From an optimization exercise on the open Yosys and OpenROAD flow, aimed at small area, a short achievable clock period and few clock cycles per item; shortcuts taken in it are not production practice.
Where RTL was checked, it was by simulation tests only, not by an equivalence proof against the original.
No activity file was given, so power comes from the tool's default toggle rates.

// aluTop
module aluTop (
	input  logic                            clk,
	input  logic                            rstN,
	input  logic                            start,
	input  logic [aluPkg::operandWidth-1:0] a,
	input  logic [aluPkg::operandWidth-1:0] b,
	input  aluPkg::opcodeT                  op,
	output logic                            done,
	output logic [aluPkg::resultWidth-1:0]  result,
	output logic [aluPkg::errorWidth-1:0]   error
);
	localparam int frontBits = 10;
	logic [15:16-frontBits]  qHi;
	logic [frontBits-1:0]    remHi;
	logic [17:1]             b3;
	logic [operandWidth-1:0] aQ;
	logic [operandWidth-1:0] bQ;
	aluPkg::opcodeT          opQ;
	logic [15:16-frontBits]  qHiQ;
	logic [frontBits-1:0]    remHiQ;
	logic [17:1]             b3Q;
	logic                    validQ;
	logic [resultWidth-1:0]  addSubResult;
	logic                    overflow;
	logic [resultWidth-1:0]  product;
	logic [operandWidth-1:0] quotient;
	logic [operandWidth-1:0] remainder;
	logic                    divZero;
	divFront divFront_i (
		.aIn   (a),
		.bIn   (b),
		.qHi   (qHi),
		.remHi (remHi),
		.b3Out (b3)
	);
	operandRegister #(
		.frontBits (frontBits)
	) operandRegister_i (
		.clk    (clk),
		.rstN   (rstN),
		.start  (start),
		.a      (a),
		.b      (b),
		.op     (op),
		.qHi    (qHi),
		.remHi  (remHi),
		.b3     (b3),
		.aQ     (aQ),
		.bQ     (bQ),
		.opQ    (opQ),
		.qHiQ   (qHiQ),
		.remHiQ (remHiQ),
		.b3Q    (b3Q),
		.validQ (validQ)
	);
	addSubUnit addSubUnit_i (
		.aQ           (aQ),
		.bQ           (bQ),
		.opQ          (opQ),
		.addSubResult (addSubResult),
		.overflow     (overflow)
	);
	multiplierArray multiplierArray_i (
		.aQ      (aQ),
		.bQ      (bQ),
		.product (product)
	);
	divBack divBack_i (
		.aIn       (aQ),
		.bIn       (bQ),
		.qHi       (qHiQ),
		.remHi     (remHiQ),
		.b3In      (b3Q),
		.quotient  (quotient),
		.remainder (remainder),
		.divZero   (divZero)
	);
  ...
Size: roughly 72 flip-flops, about 74 I/O pins.
==> flow/config.mk <==
export PLATFORM = sky130hd
export DESIGN_NAME = aluTop
export DESIGN_NICKNAME = aluTop
export VERILOG_FILES = /design/flow/design.v
export SDC_FILE = /design/flow/constraint.sdc
export NUM_CORES = 4
export LEC_CHECK = 0
export ABC_AREA = 1
export CAP_MARGIN = 20
export CORE_MARGIN = 2
export CORE_UTILIZATION = 40
export SLEW_MARGIN = 20
==> flow/constraint.sdc <==
create_clock -name core_clock -period 40.0 [get_ports {clk}]
set_input_delay 8.0000 -clock core_clock [delete_from_list [all_inputs] [get_ports {clk}]]
set_output_delay 8.0000 -clock core_clock [all_outputs]
set_load 0.01 [all_outputs]
standard.sh (not shown) runs the stock make flow with config.mk's settings and CLKGATE_MAP_FILE= SYNTH_SCRIPT=/design/flow/synth_recipe.tcl, a recipe that flattens the netlist after the stock synthesis.
==> flow/flow/run.sh <==
#!/bin/bash
# Own layout flow: the standard flow (standard.sh, unchanged synthesis), with
# - port buffers of a stronger cell than the smallest one buffer_ports picks by default,
# - timing repair aiming past the required slack (the clock and constraints are unchanged),
#   with resizing free to change a cell's footprint.
set -euo pipefail
MARGIN=$(cat flow/margin.txt)
bash standard.sh \
	"BUFFER_PORTS_ARGS=-buffer_cell sky130_fd_sc_hd__buf_4" \
	"SETUP_SLACK_MARGIN=$MARGIN" \
	"MATCH_CELL_FOOTPRINT=0" \
	finish > standard_flow.log 2>&1
==> flow/flow/margin.txt <==
26
The starting point produced a clean layout.
Testbench counts at the start, summed over its fixed seeds: cycles 8,000, items 8,000.
Edit:
==> flow/flow/margin.txt (replaced) <==
25
After rerunning:
- The new run completed with no timing, DRC or antenna violations
- via count decreases by 8.8%
- worst setup slack loses 0.49 ns
- power decreases by 17%
- cell area decreases by 17%
- final cell count decreases by 5.6%
- routed wire length decreases by 10%
- combinational power decreases by 18%
- sequential share of layout area increases by 0.84 points
Edit:
==> flow/flow/margin.txt (replaced) <==
23
Outcome: Setup slack is worse by 1.7 ns; power went down by a few percent; hold slack hardly moves; global-route usage went down by 0.29 points; via count went down slightly.

========
## alpha
Another version of the RTL of aluTop (not shown whole).
For scale: roughly 3,300 cells after synthesis, ~57 flip-flops, roughly 74 I/O pins, roughly 0.022 sq mm of cells after synthesis.
==> flow/config.mk <==
export PLATFORM = sky130hd
export DESIGN_NAME = aluTop
export DESIGN_NICKNAME = aluTop
export VERILOG_FILES = /design/flow/design.v
export SDC_FILE = /design/flow/constraint.sdc
export NUM_CORES = 4
export LEC_CHECK = 0
export ABC_AREA = 1
export CAP_MARGIN = 20
export CORE_MARGIN = 2
export CORE_UTILIZATION = 40
export SLEW_MARGIN = 20
==> flow/constraint.sdc <==
create_clock -name core_clock -period 40.0 [get_ports {clk}]
set_input_delay 8.0000 -clock core_clock [delete_from_list [all_inputs] [get_ports {clk}]]
set_output_delay 8.0000 -clock core_clock [all_outputs]
set_load 0.01 [all_outputs]
==> flow/flow/margin.txt <==
25
Scripts as last shown in full above: flow/flow/run.sh
Input-level comparison between beta and alpha:
==> flow/flow/margin.txt <==
23
## What came out
Weighted congestion at the end of routability-driven global placement delta (beta -> alpha): insignificant
Final instance area came out lower on beta than on alpha.
From alpha to beta the numbers moved as follows: fraction of power consumed by the clock network down 0.4 points, critical path depth climbed 3, overall routing resource usage dropped 2.3 points.
From beta to alpha, fraction of the mapped netlist area in simple logic gates did not move at all.
Total number of placement rows came out exactly the same in beta and alpha.
beta: final critical delay including setup and external delays 1.04 ns above alpha
[beta] arrival time reported for the critical path endpoint rose 1.04 ns relative to alpha
Compared with alpha, placement density in the core of beta is lower.
Cell with the largest stage delay on the worst path: xnor2_2 -> alpha, xnor2_1 -> beta
Where wire length after detailed routing is concerned, alpha is outperformed by beta.
The inputs of gamma differ from those of beta as listed below.
# beta
export LEC_CHECK = 0
export ABC_AREA = 1
export CAP_MARGIN = 20
export CORE_MARGIN = 2
export CORE_UTILIZATION = 40
export SLEW_MARGIN = 20
create_clock -name core_clock -period 40.0 [get_ports {clk}]
# gamma
export LEC_CHECK = 0
export ABC_AREA = 1
export CAP_MARGIN = 20
export CORE_MARGIN = 2
export CORE_UTILIZATION = 65
export PLACE_DENSITY = 0.8
export SLEW_MARGIN = 20
create_clock -name core_clock -period 40.0 [get_ports {clk}]
Notes after the runs:
- Via count in gamma is 1,643 higher than in beta
- Global-route wire length before repair up 2.4% in gamma wrt beta
- Diff gamma..beta | fraction of standard cell area that is sequential | negligible
- gamma went all the way through the flow, and no timing, DRC or antenna check failed.
- gamma vs beta: maximum number of pins on one net before global-route repair down by a few percent
- Diff beta..gamma | distinct cell type count after synthesis | negligible
- Compared with beta, gamma shows a lower wire length on met2.
- Between gamma and beta, it is gamma whose worst slack after detailed placement is lower, by 0.74 ns.
- beta has higher layout clock buffer count than gamma.
- The detailed placer's ending HPWL in gamma sits about 2.4% below the value recorded for beta.
Function was not checked in any run of this note: the RTL went through the layout flow alone.

========
Another version of the RTL of aluTop (not shown whole).
Size in the first run: ~3000 cells after synthesis, about 72 flip-flops, roughly 74 I/O pins.
Design aluTop, start of the top module:
module aluTop (
	input  logic                            clk,
	input  logic                            rstN,
	input  logic                            start,
	input  logic [aluPkg::operandWidth-1:0] a,
	input  logic [aluPkg::operandWidth-1:0] b,
	input  aluPkg::opcodeT                  op,
	output logic                            done,
	output logic [aluPkg::resultWidth-1:0]  result,
	output logic [aluPkg::errorWidth-1:0]   error
);
export LEC_CHECK = 0
export ABC_AREA = 1
export CAP_MARGIN = 20
export CORE_MARGIN = 2
export CORE_UTILIZATION = 40
export GPL_ROUTABILITY_DRIVEN = 0
export SLEW_MARGIN = 20
create_clock -name core_clock -period 40.0 [get_ports {clk}]
==> flow/flow/margin.txt <==
24.5
Scripts as last shown in full above: flow/flow/run.sh
The baseline finished with timing, DRC and antenna clean.
Testbench counts at the start, summed over its fixed seeds: cycles 8,000, items 8,000.
==> next run, changes <==
--- a/flow/config.mk
+++ b/flow/config.mk
@@ -10,4 +10,3 @@
 export CORE_MARGIN = 2
-export CORE_UTILIZATION = 40
-export GPL_ROUTABILITY_DRIVEN = 0
+export CORE_UTILIZATION = 55
 export SLEW_MARGIN = 20
Outcome:
- The new run ran to the end with no violations
- utilization is higher by 16 points
- via count is higher slightly
- sequential cell count does not change
- critical path depth is higher by 1
- non-clock buffer count is higher by 7
- count of clock-buffer cells in the layout is lower by 1
- area after synthesis stays the same
- wire length hardly moves
==> next run, changes <==
--- a/flow/config.mk
+++ b/flow/config.mk
@@ -10,3 +10,3 @@
 export CORE_MARGIN = 2
-export CORE_UTILIZATION = 55
+export CORE_UTILIZATION = 40
 export SLEW_MARGIN = 20
After rerunning:
- cell area increases by about 0.43%
- wire length increases by about 3%
- worst setup slack improves by 0.042 ns
- hold slack degrades by 0.0031 ns
==> next run, changes <==
--- a/flow/config.mk
+++ b/flow/config.mk
@@ -8,5 +8,5 @@
 export ABC_AREA = 1
-export CAP_MARGIN = 20
+export CAP_MARGIN = 5
 export CORE_MARGIN = 2
 export CORE_UTILIZATION = 40
-export SLEW_MARGIN = 20
+export SLEW_MARGIN = 5
What happened: The changed run passed the timing, DRC and antenna checks; area after synthesis stays the same; die area does not change; non-clock buffer count does not change; sequential share of layout area is unchanged.

========
aluTop again, from the RTL that the note above started with.
export LEC_CHECK = 0
export ABC_AREA = 1
export CAP_MARGIN = 20
export CORE_MARGIN = 2
export CORE_UTILIZATION = 40
export SLEW_MARGIN = 20
create_clock -name core_clock -period 40.0 [get_ports {clk}]
==> flow/flow/margin.txt <==
25
Scripts as last shown in full above: flow/flow/run.sh
The first run finished clean.
Testbench counts at the start, summed over its fixed seeds: cycles 8,000, items 8,000.
Rerun with:
--- a/flow/flow/run.sh
+++ b/flow/flow/run.sh
@@ -4,3 +4,6 @@
 # - timing repair aiming past the required slack (the clock and constraints are unchanged),
-#   with resizing free to change a cell's footprint.
+#   with resizing free to change a cell's footprint,
+# - Yosys's synth run without its internal quick ABC pass (-noabc), so the adder
+#   extraction sees the design's own full-adder structure; the final ABC mapping,
+#   the registers and their names are those of the standard synthesis.
 set -euo pipefail
@@ -11,2 +14,3 @@
 	"MATCH_CELL_FOOTPRINT=0" \
+	"SYNTH_ARGS=-noabc" \
 	finish > standard_flow.log 2>&1
==> flow/flow/margin.txt (replaced) <==
24.5
Design area goes down by 3.6%.
Power came out higher by 27%.
Combinational power is higher by 31%.

========
aluTop, a different RTL version from the one above (not shown whole).
Size: about 74 I/O pins, roughly 21,000 µm² of cells after synthesis.
export LEC_CHECK = 0
export ABC_AREA = 1
export CAP_MARGIN = 20
export CORE_MARGIN = 2
export CORE_UTILIZATION = 40
export SLEW_MARGIN = 20
create_clock -name core_clock -period 40.0 [get_ports {clk}]
==> flow/flow/run.sh <==
#!/bin/bash
# Own layout flow: the standard flow (standard.sh, unchanged synthesis), with
# - port buffers of a stronger cell than the smallest one buffer_ports picks by default,
# - timing repair aiming past the required slack (the clock and constraints are unchanged),
#   with resizing free to change a cell's footprint.
set -euo pipefail
MARGIN=$(cat flow/margin.txt)
bash standard.sh \
	"BUFFER_PORTS_ARGS=-buffer_cell sky130_fd_sc_hd__buf_4" \
	"SETUP_SLACK_MARGIN=$MARGIN" \
	"MATCH_CELL_FOOTPRINT=0" \
	finish > standard_flow.log 2>&1
==> flow/flow/margin.txt <==
23
The baseline completed with no timing, DRC or antenna violations.
Testbench counts at the start, summed over its fixed seeds: cycles 8,000, items 8,000.
Then changed:
==> flow/flow/margin.txt (replaced) <==
24
What happened: Power came out higher by a few percent; die area stays the same; setup slack improved by 0.79 ns; global-route usage came out higher by 0.52 points.

========
aluTop, a different RTL version from the one above (not shown whole).
Size: about 2900 cells after synthesis, ~57 flip-flops.
clock: 40.0 ns
lec_check: 0
cap_margin: 20
core_margin: 2
core_utilization: 40
slew_margin: 20
run.sh (not shown) runs the stock make flow with config.mk's settings and CLKGATE_MAP_FILE= SYNTH_SCRIPT=/design/flow/synth_recipe.tcl, a recipe that flattens the netlist after the stock synthesis.
Stock flow here: none of the scripts above is used.
Testbench counts at the start, summed over its fixed seeds: cycles 8,000, items 8,000.
Change:
==> flow/flow/run.sh (new file) <==
#!/bin/bash
# Own layout flow: the standard flow (standard.sh, unchanged synthesis), with
# - port buffers of a stronger cell than the smallest one buffer_ports picks by default,
# - timing repair aiming past the required slack (the clock and constraints are unchanged),
#   with resizing free to change a cell's footprint.
set -euo pipefail
MARGIN=$(cat flow/margin.txt)
bash standard.sh \
	"BUFFER_PORTS_ARGS=-buffer_cell sky130_fd_sc_hd__buf_4" \
	"SETUP_SLACK_MARGIN=$MARGIN" \
	"MATCH_CELL_FOOTPRINT=0" \
	finish > standard_flow.log 2>&1
==> flow/flow/margin.txt (new file) <==
21
==> flow/standard.sh (new file) <==
#!/bin/bash
# synth_recipe.tcl (not shown) runs the flow's synth.tcl, then flattens the netlist and writes it again
# the make line also repeats each setting of config.mk as NAME=value (left out here)
make -C /OpenROAD-flow-scripts/flow DESIGN_CONFIG=/design/flow/config.mk WORK_HOME=/design/flow/orfs CLKGATE_MAP_FILE= SYNTH_SCRIPT=/design/flow/synth_recipe.tcl "${@:-finish}"
removed: flow/run.sh
=> Total power hardly moves; non-clock buffer count rises by 7; synthesized cell count does not change; clock power rises slightly; cell area stays flat.
Change:
==> flow/run.sh (new file) <==
#!/bin/bash
# synth_recipe.tcl (not shown) runs the flow's synth.tcl, then flattens the netlist and writes it again
# the make line also repeats each setting of config.mk as NAME=value (left out here)
make -C /OpenROAD-flow-scripts/flow DESIGN_CONFIG=/design/flow/config.mk WORK_HOME=/design/flow/orfs CLKGATE_MAP_FILE= SYNTH_SCRIPT=/design/flow/synth_recipe.tcl finish
--- a/flow/config.mk
+++ b/flow/config.mk
@@ -7,2 +7,3 @@
 export LEC_CHECK = 0
+export ABC_AREA = 1
 export CAP_MARGIN = 20
removed: flow/flow/run.sh
removed: flow/flow/margin.txt
removed: flow/standard.sh
Setup slack improves by 0.40 ns. Hold slack is better by 0.36 ns. Synthesized area rises by 5.6%. Via count increases by 6.6%. Maximum frequency goes up by 2.2%. Final cell count grows by 19%. Non-clock buffer count is lower by 14. Utilization went down by 0.71 points. Routed wire length goes down by 0.31%.

========
Setup of oak:
aluTop with an RTL version that a note above also has.
Size in the first run: ~3000 cells after synthesis, about 72 flip-flops.
clock: 40.0 ns
lec_check: 0
abc_area: 1
cap_margin: 20
core_margin: 2
core_utilization: 40
slew_margin: 20
standard.sh (not shown) runs the stock make flow with config.mk's settings and CLKGATE_MAP_FILE= SYNTH_SCRIPT=/design/flow/synth_recipe.tcl, a recipe that flattens the netlist after the stock synthesis.
==> flow/flow/run.sh <==
#!/bin/bash
# Own layout flow: the standard flow (standard.sh, unchanged synthesis), with
# - port buffers of a stronger cell than the smallest one buffer_ports picks by default,
# - timing repair aiming past the required slack (the clock and constraints are unchanged),
#   with resizing free to change a cell's footprint.
set -euo pipefail
MARGIN=$(cat flow/margin.txt)
bash standard.sh \
	"BUFFER_PORTS_ARGS=-buffer_cell sky130_fd_sc_hd__buf_2" \
	"SETUP_SLACK_MARGIN=$MARGIN" \
	"MATCH_CELL_FOOTPRINT=0" \
	finish > standard_flow.log 2>&1
==> flow/flow/margin.txt <==
25
oak went all the way through the flow, and no timing, DRC or antenna check failed.
Testbench counts of oak, summed over its fixed seeds: cycles 8,000, items 8,000.
What pine does differently from oak at the input level:
diff --git a/flow/flow/run.sh b/flow/flow/run.sh
--- a/flow/flow/run.sh
+++ b/flow/flow/run.sh
@@ -8,3 +8,3 @@
 bash standard.sh \
-	"BUFFER_PORTS_ARGS=-buffer_cell sky130_fd_sc_hd__buf_2" \
+	"BUFFER_PORTS_ARGS=-buffer_cell sky130_fd_sc_hd__buf_4" \
 	"SETUP_SLACK_MARGIN=$MARGIN" \
==> flow/flow/margin.txt <==
25.5
--- outcome ---
Worst-path cell with the longest stage delay = fa_1: pine; worst-path cell with the longest stage delay = inv_2: oak. Critical path depth was higher in the run labelled oak. [compare] base=oak new=pine: overall fraction of global-route tracks in use picked up an extra 0.58 points; final critical path time including I/O delays and setup lost 0.40 ns. Count of inverters other than clock inverters in the layout: pine and oak compared, lower one is oak.

-- what the ideal ports hide --
Ports are ideal in the flow. The routed layouts listed here were re-timed in OpenROAD.
Step 1 assumes that a clkbuf_16 drives the clock port and a buf_2 every other input.
Step 2 times the ports against the registers' clock, not the clock port: input delays grow and output delays shrink by t, the midpoint of the rising clock arrivals with the driver on.
a / b / c = ideal ports / drivers / drivers and shift; a / b = the first two.
run | t (ns) | setup slack, ns | worst setup path at the end | worst register clock-pin slew, ns | cell pins on the clock port's net
the first run of note 1 | 0.402 | 25.767 / 25.713 / 25.528 | input to register | 0.07 / 0.07 | 1
the second run of note 1 | 0.402 | 25.281 / 25.232 / 25.072 | input to register | 0.07 / 0.07 | 1
the third run of note 1 | 0.401 | 23.553 / 23.503 / 23.522 | input to register | 0.07 / 0.07 | 1
alpha | 0.422 | 24.482 / 24.435 / 24.202 | input to register | 0.08 / 0.08 | 1
beta | 0.418 | 23.443 / 23.393 / 23.283 | input to register | 0.08 / 0.08 | 1
gamma | 0.398 | 23.353 / 23.306 / 23.245 | input to register | 0.09 / 0.09 | 1
the first run of note 3 | 0.408 | 25.003 / 24.951 / 24.664 | input to register | 0.07 / 0.07 | 1
the second run of note 3 | 0.402 | 24.862 / 24.818 / 24.702 | input to register | 0.09 / 0.09 | 1
the third run of note 3 | 0.412 | 24.904 / 24.854 / 24.784 | input to register | 0.08 / 0.08 | 1
the fourth run of note 3 | 0.412 | 24.904 / 24.854 / 24.784 | input to register | 0.08 / 0.08 | 1
the first run of note 4 | 0.416 | 25.332 / 25.277 / 25.080 | input to register | 0.09 / 0.09 | 1
the second run of note 4 | 0.387 | 24.859 / 24.815 / 24.745 | input to register | 0.06 / 0.06 | 1
the first run of note 5 | 0.405 | 23.401 / 23.349 / 23.382 | input to register | 0.06 / 0.06 | 1
the second run of note 5 | 0.408 | 24.192 / 24.139 / 24.040 | input to register | 0.06 / 0.06 | 1
the first run of note 6 | 0.418 | 19.926 / 19.881 / 19.700 | input to register | 0.07 / 0.07 | 1
the second run of note 6 | 0.419 | 21.378 / 21.327 / 21.278 | input to register | 0.08 / 0.08 | 1
the third run of note 6 | 0.409 | 21.776 / 21.725 / 21.976 | input to register | 0.07 / 0.07 | 1
oak | 0.422 | 25.264 / 25.211 / 25.132 | input to register | 0.09 / 0.09 | 1
pine | 0.413 | 25.660 / 25.609 / 25.475 | input to register | 0.08 / 0.08 | 1
After both steps every run listed still meets setup and hold. For the first run of note 3, which loses most, drivers alone change the setup slack by -0.052 ns; drivers and shift together by -0.339 ns.
